What follows belongs to an exercise in optimizing a design on an open flow for small area, a short achievable clock period and few clock cycles; a production flow would make more cautious choices. RTL that was checked went through simulation tests only; none was proved equivalent to the original. Power and IR drop assume default switching activity.

==> run a <==
// k_nearest_point_select
module k_nearest_point_select (
  input  logic        clk,
  input  logic        rst_n,
  input  logic        cfg_wr_en,
  input  logic [1:0]  cfg_index,
  input  logic [23:0] cfg_data,
  input  logic        in_valid,
  output logic        in_ready,
  input  logic [23:0] in_point_x,
  input  logic [23:0] in_point_y,
  input  logic [23:0] in_point_z,
  input  logic        in_set_end,
  output logic        out_valid,
  input  logic        out_ready,
  output logic [4:0]  out_target_index,
  output logic        out_list_end,
  output logic        out_dropped
);
  logic [MT_W-1:0]    maxt_r;
  logic [COORD_W-1:0] ox_r, oy_r, oz_r;
  always_ff @(posedge clk) begin
    if (!rst_n) begin
      maxt_r <= MT_W'(1);
      ox_r   <= '0;
      oy_r   <= '0;
      oz_r   <= '0;
    end else if (cfg_wr_en) begin
      case (cfg_index)
        2'd0:    maxt_r <= cfg_data[MT_W-1:0];
        2'd1:    ox_r   <= cfg_data;
        2'd2:    oy_r   <= cfg_data;
        default: oz_r   <= cfg_data;
      endcase
    end
  end
  logic           in_ready_r;
  logic [J_W-1:0] jcnt_r;       
  logic [4:0]     ph_r;         
  logic           acc;
  assign acc      = in_valid && in_ready_r;
  assign in_ready = in_ready_r;
  logic [J_W-1:0] lim;
  ...
==> module kps_rank, before the edit <==
module kps_rank (
  input  logic                   clk,
  input  logic                   rst_n,
  input  logic                   v2,
  input  logic [J_W-1:0]         j2,
  input  logic [DIST_W-1:0]      d2,
  input  logic                   v4,
  input  logic [J_W-1:0]         j4,
  output logic [NPTS*IDX_W-1:0]  rank_n,    
  output logic [IDX_W-1:0]       base_n,
  output logic [IDX_W-1:0]       min_n      
);
  localparam int NC = NPTS - 1;    
  logic [DIST_W-1:0] dring [NPTS];    
  logic [NC-1:0]     lt_r, ge_r;
  logic [IDX_W-1:0]  rk [NPTS];
  logic [3:0]        pc_r [4];
  logic [IDX_W-1:0]  pcs;
  logic [IDX_W-1:0]  base_r;
  logic              wr2, first4, new4;
  logic              ismin_r;
  logic [IDX_W-1:0]  min_r;
  logic [IDX_W-1:0]  rk_n [NPTS];
  assign wr2    = v2 && !j2[J_W-1];
  assign new4   = v4 && !j4[J_W-1];
  assign first4 = v4 && (j4 == '0);
  always_ff @(posedge clk) begin
    dring[0] <= wr2 ? ~d2 : dring[NPTS-1];
    for (int p = 1; p < NPTS; p++) dring[p] <= dring[p-1];
  end
  logic [NC-1:0] lt_c;
  always_comb begin
    for (int p = 0; p < NC; p++) lt_c[p] = d2 < ~dring[p];
  end
  always_ff @(posedge clk) begin
    for (int p = 0; p < NC; p++) begin
      lt_r[p] <= wr2 && (j2 > J_W'(p)) && lt_c[p];
      ge_r[p] <= wr2 && (j2 > J_W'(p)) && !lt_c[p];
    end
  end
  always_ff @(posedge clk) begin
    for (int g = 0; g < 4; g++) begin
      logic [3:0] c;
      c = '0;
      for (int k = 8 * g; k < 8 * g + 8 && k < NC; k++) c = c + 4'(ge_r[k]);
      pc_r[g] <= c;
    end
    ismin_r <= (ge_r == '0);
  end
  assign min_n = (new4 && ismin_r) ? j4[IDX_W-1:0] : min_r;
  always_ff @(posedge clk) begin
    min_r <= min_n;
  end
  assign pcs = IDX_W'(pc_r[0]) + IDX_W'(pc_r[1]) + IDX_W'(pc_r[2]) + IDX_W'(pc_r[3]) + IDX_W'(lt_r[0]);
  always_comb begin
    for (int q = 0; q < NPTS; q++) begin
      logic [IDX_W-1:0] nx;
      if (q == 0)      nx = rk[NPTS-1] + IDX_W'(lt_r[NC-1]);
      else if (q == 1) nx = rk[0];
      else             nx = rk[q-1] + IDX_W'(lt_r[q-2]);
      if (q == 2 && new4) nx = pcs;
      else if (first4)   nx = '1;
      rk_n[q] = nx;
    end
  end
  assign base_n = new4 ? j4[IDX_W-1:0] + IDX_W'(2) : base_r + IDX_W'(1);
  always_ff @(posedge clk) begin
    for (int q = 0; q < NPTS; q++) rk[q] <= rk_n[q];
    base_r <= base_n;
  end
  always_comb begin
    for (int q = 0; q < NPTS; q++) rank_n[q*IDX_W +: IDX_W] = rk_n[q];
  end
endmodule
clock: 9.0 ns
lec_check: 0
cap_margin: 20
core_margin: 2
core_utilization: 50
cts_cluster_diameter: 80
cts_cluster_size: 22
setup_slack_margin: 5.0
slew_margin: 20
run.sh (not shown) runs the stock make flow with config.mk's settings and CLKGATE_MAP_FILE= SYNTH_SCRIPT=/design/flow/synth_recipe.tcl, a recipe that flattens the netlist after the stock synthesis.
==> run b (differences from run a) <==
- CTS_CLUSTER_DIAMETER: 80 -> not set
- CTS_CLUSTER_SIZE: 22 -> not set
==> run c (differences from run a) <==
--- a/flow/design.v
+++ b/flow/design.v
@@ -41,3 +41,18 @@
   always_comb begin
-    for (int p = 0; p < NC; p++) lt_c[p] = d2 < ~dring[p];
+    logic [63:0] l, g;
+    for (int p = 0; p < NC; p++) begin
+      l = '0;
+      g = '0;
+      for (int k = 0; k < DIST_W; k++) begin
+        l[k] = !d2[k] && !dring[p][k];
+        g[k] = d2[k] && dring[p][k];
+      end
+      for (int w = 64; w > 1; w = w / 2) begin
+        for (int k = 0; k < w / 2; k++) begin
+          l[k] = l[2*k+1] || (!g[2*k+1] && l[2*k]);
+          g[k] = g[2*k+1] || (!l[2*k+1] && g[2*k]);
+        end
+      end
+      lt_c[p] = l[0];
+    end
   end
- CTS_CLUSTER_DIAMETER: 80 -> 90
- CTS_CLUSTER_SIZE: 22 -> 26
==> qor summary <==
Status: run c timing/DRC/antenna clean; run b timing/DRC/antenna clean; run a timing/DRC/antenna clean
Cell area after synthesis: run c 0.128 mm²; run b 0.131 mm²; run a 0.131 mm²
Worst min-delay path startpoint: run c j1[4]; run b u_rank.dring[12][17]; run a j3[2]
Total number of multi-input combinational cells: run c 8,429; run b 7,682; run a 7,682
Cell count along the critical path: run c 8; run b 12; run a 13
Setup WS pre-CTS: run c 3700 ps; run b 4010 ps; run a 4010 ps
Count of flip-flops and latches: run c 2,694; run b 2,695; run a 2,695
Seq/total area: run c 40.8%; run b 38.0%; run a 39.3%
Clock-cell share of area: run c 3.09%; run b 6.70%; run a 3.44%
Unrepaired setup endpoints after global routing: run c yes; run b no; run a yes
Fin crit share: run c 44.0%; run b 43.5%; run a 43.4%
Synth unique cells: run c 86; run b 82; run a 82
Number of buffers created by CTS: run c 134; run b 296; run a 158
Share of post-route cells with drive strength above 1: run c 4.66%; run b 5.97%; run a 4.13%
Cell count after placement: run c 15,900; run b 15,200; run a 15,200
Placement Cell Area: run c 0.132 mm²; run b 0.137 mm²; run a 0.137 mm²
Startpoint of the worst-slack reg-to-reg timing path: run c dy_r[11]; run b r_r[3]; run a u_dist.d[23]
Worst-case setup margin in the final layout: run c 5040 ps; run b 5080 ps; run a 5090 ps
Clock buffers: run c 173; run b 415; run a 187
Routability Congestion: run c 0.899; run b 0.884; run a 0.884
Tot Pwr: run c 43,700 µW; run b 47,900 µW; run a 43,300 µW
Tap cell instance count: run c 3,366; run b 3,496; run a 3,496
Testbench counts of run a, summed over its fixed seeds: cycles 10,254.
Testbench counts of run b, summed over its fixed seeds: cycles 10,254.
No functional check of the RTL was part of run c.

-- re-timing with driven ports --
The results above use ideal ports. As a check the final layouts listed here were re-extracted and re-timed, cells and wires unchanged.
Step 1 assumes that a clkbuf_16 drives the clock port and a buf_2 every other input.
Step 2 moves the port delays by t, midway between the first and last clock arrival at a register: inputs arrive t later, outputs are due t later. That takes back most of the time a late clock gives input paths.
Three values: ideal, step 1, step 2; two values: the first two.
run	t, ns	setup WS [ns]	latest minus earliest clock arrival (ns)	worst register clock-pin slew, ns	worst slew at a driven data input, ns
run a	0.932	5.094 / 5.095 / 4.236	0.041 / 0.041	0.09 / 0.09	0.06
run b	0.926	5.081 / 5.081 / 4.266	0.090 / 0.089	0.07 / 0.07	0.06
run c	0.918	5.039 / 5.039 / 4.232	0.049 / 0.048	0.10 / 0.10	0.14
After both steps every run listed still meets setup and hold. The setup slack of run a, which loses most, moves by +0.001 ns with the drivers and by -0.858 ns with both steps.
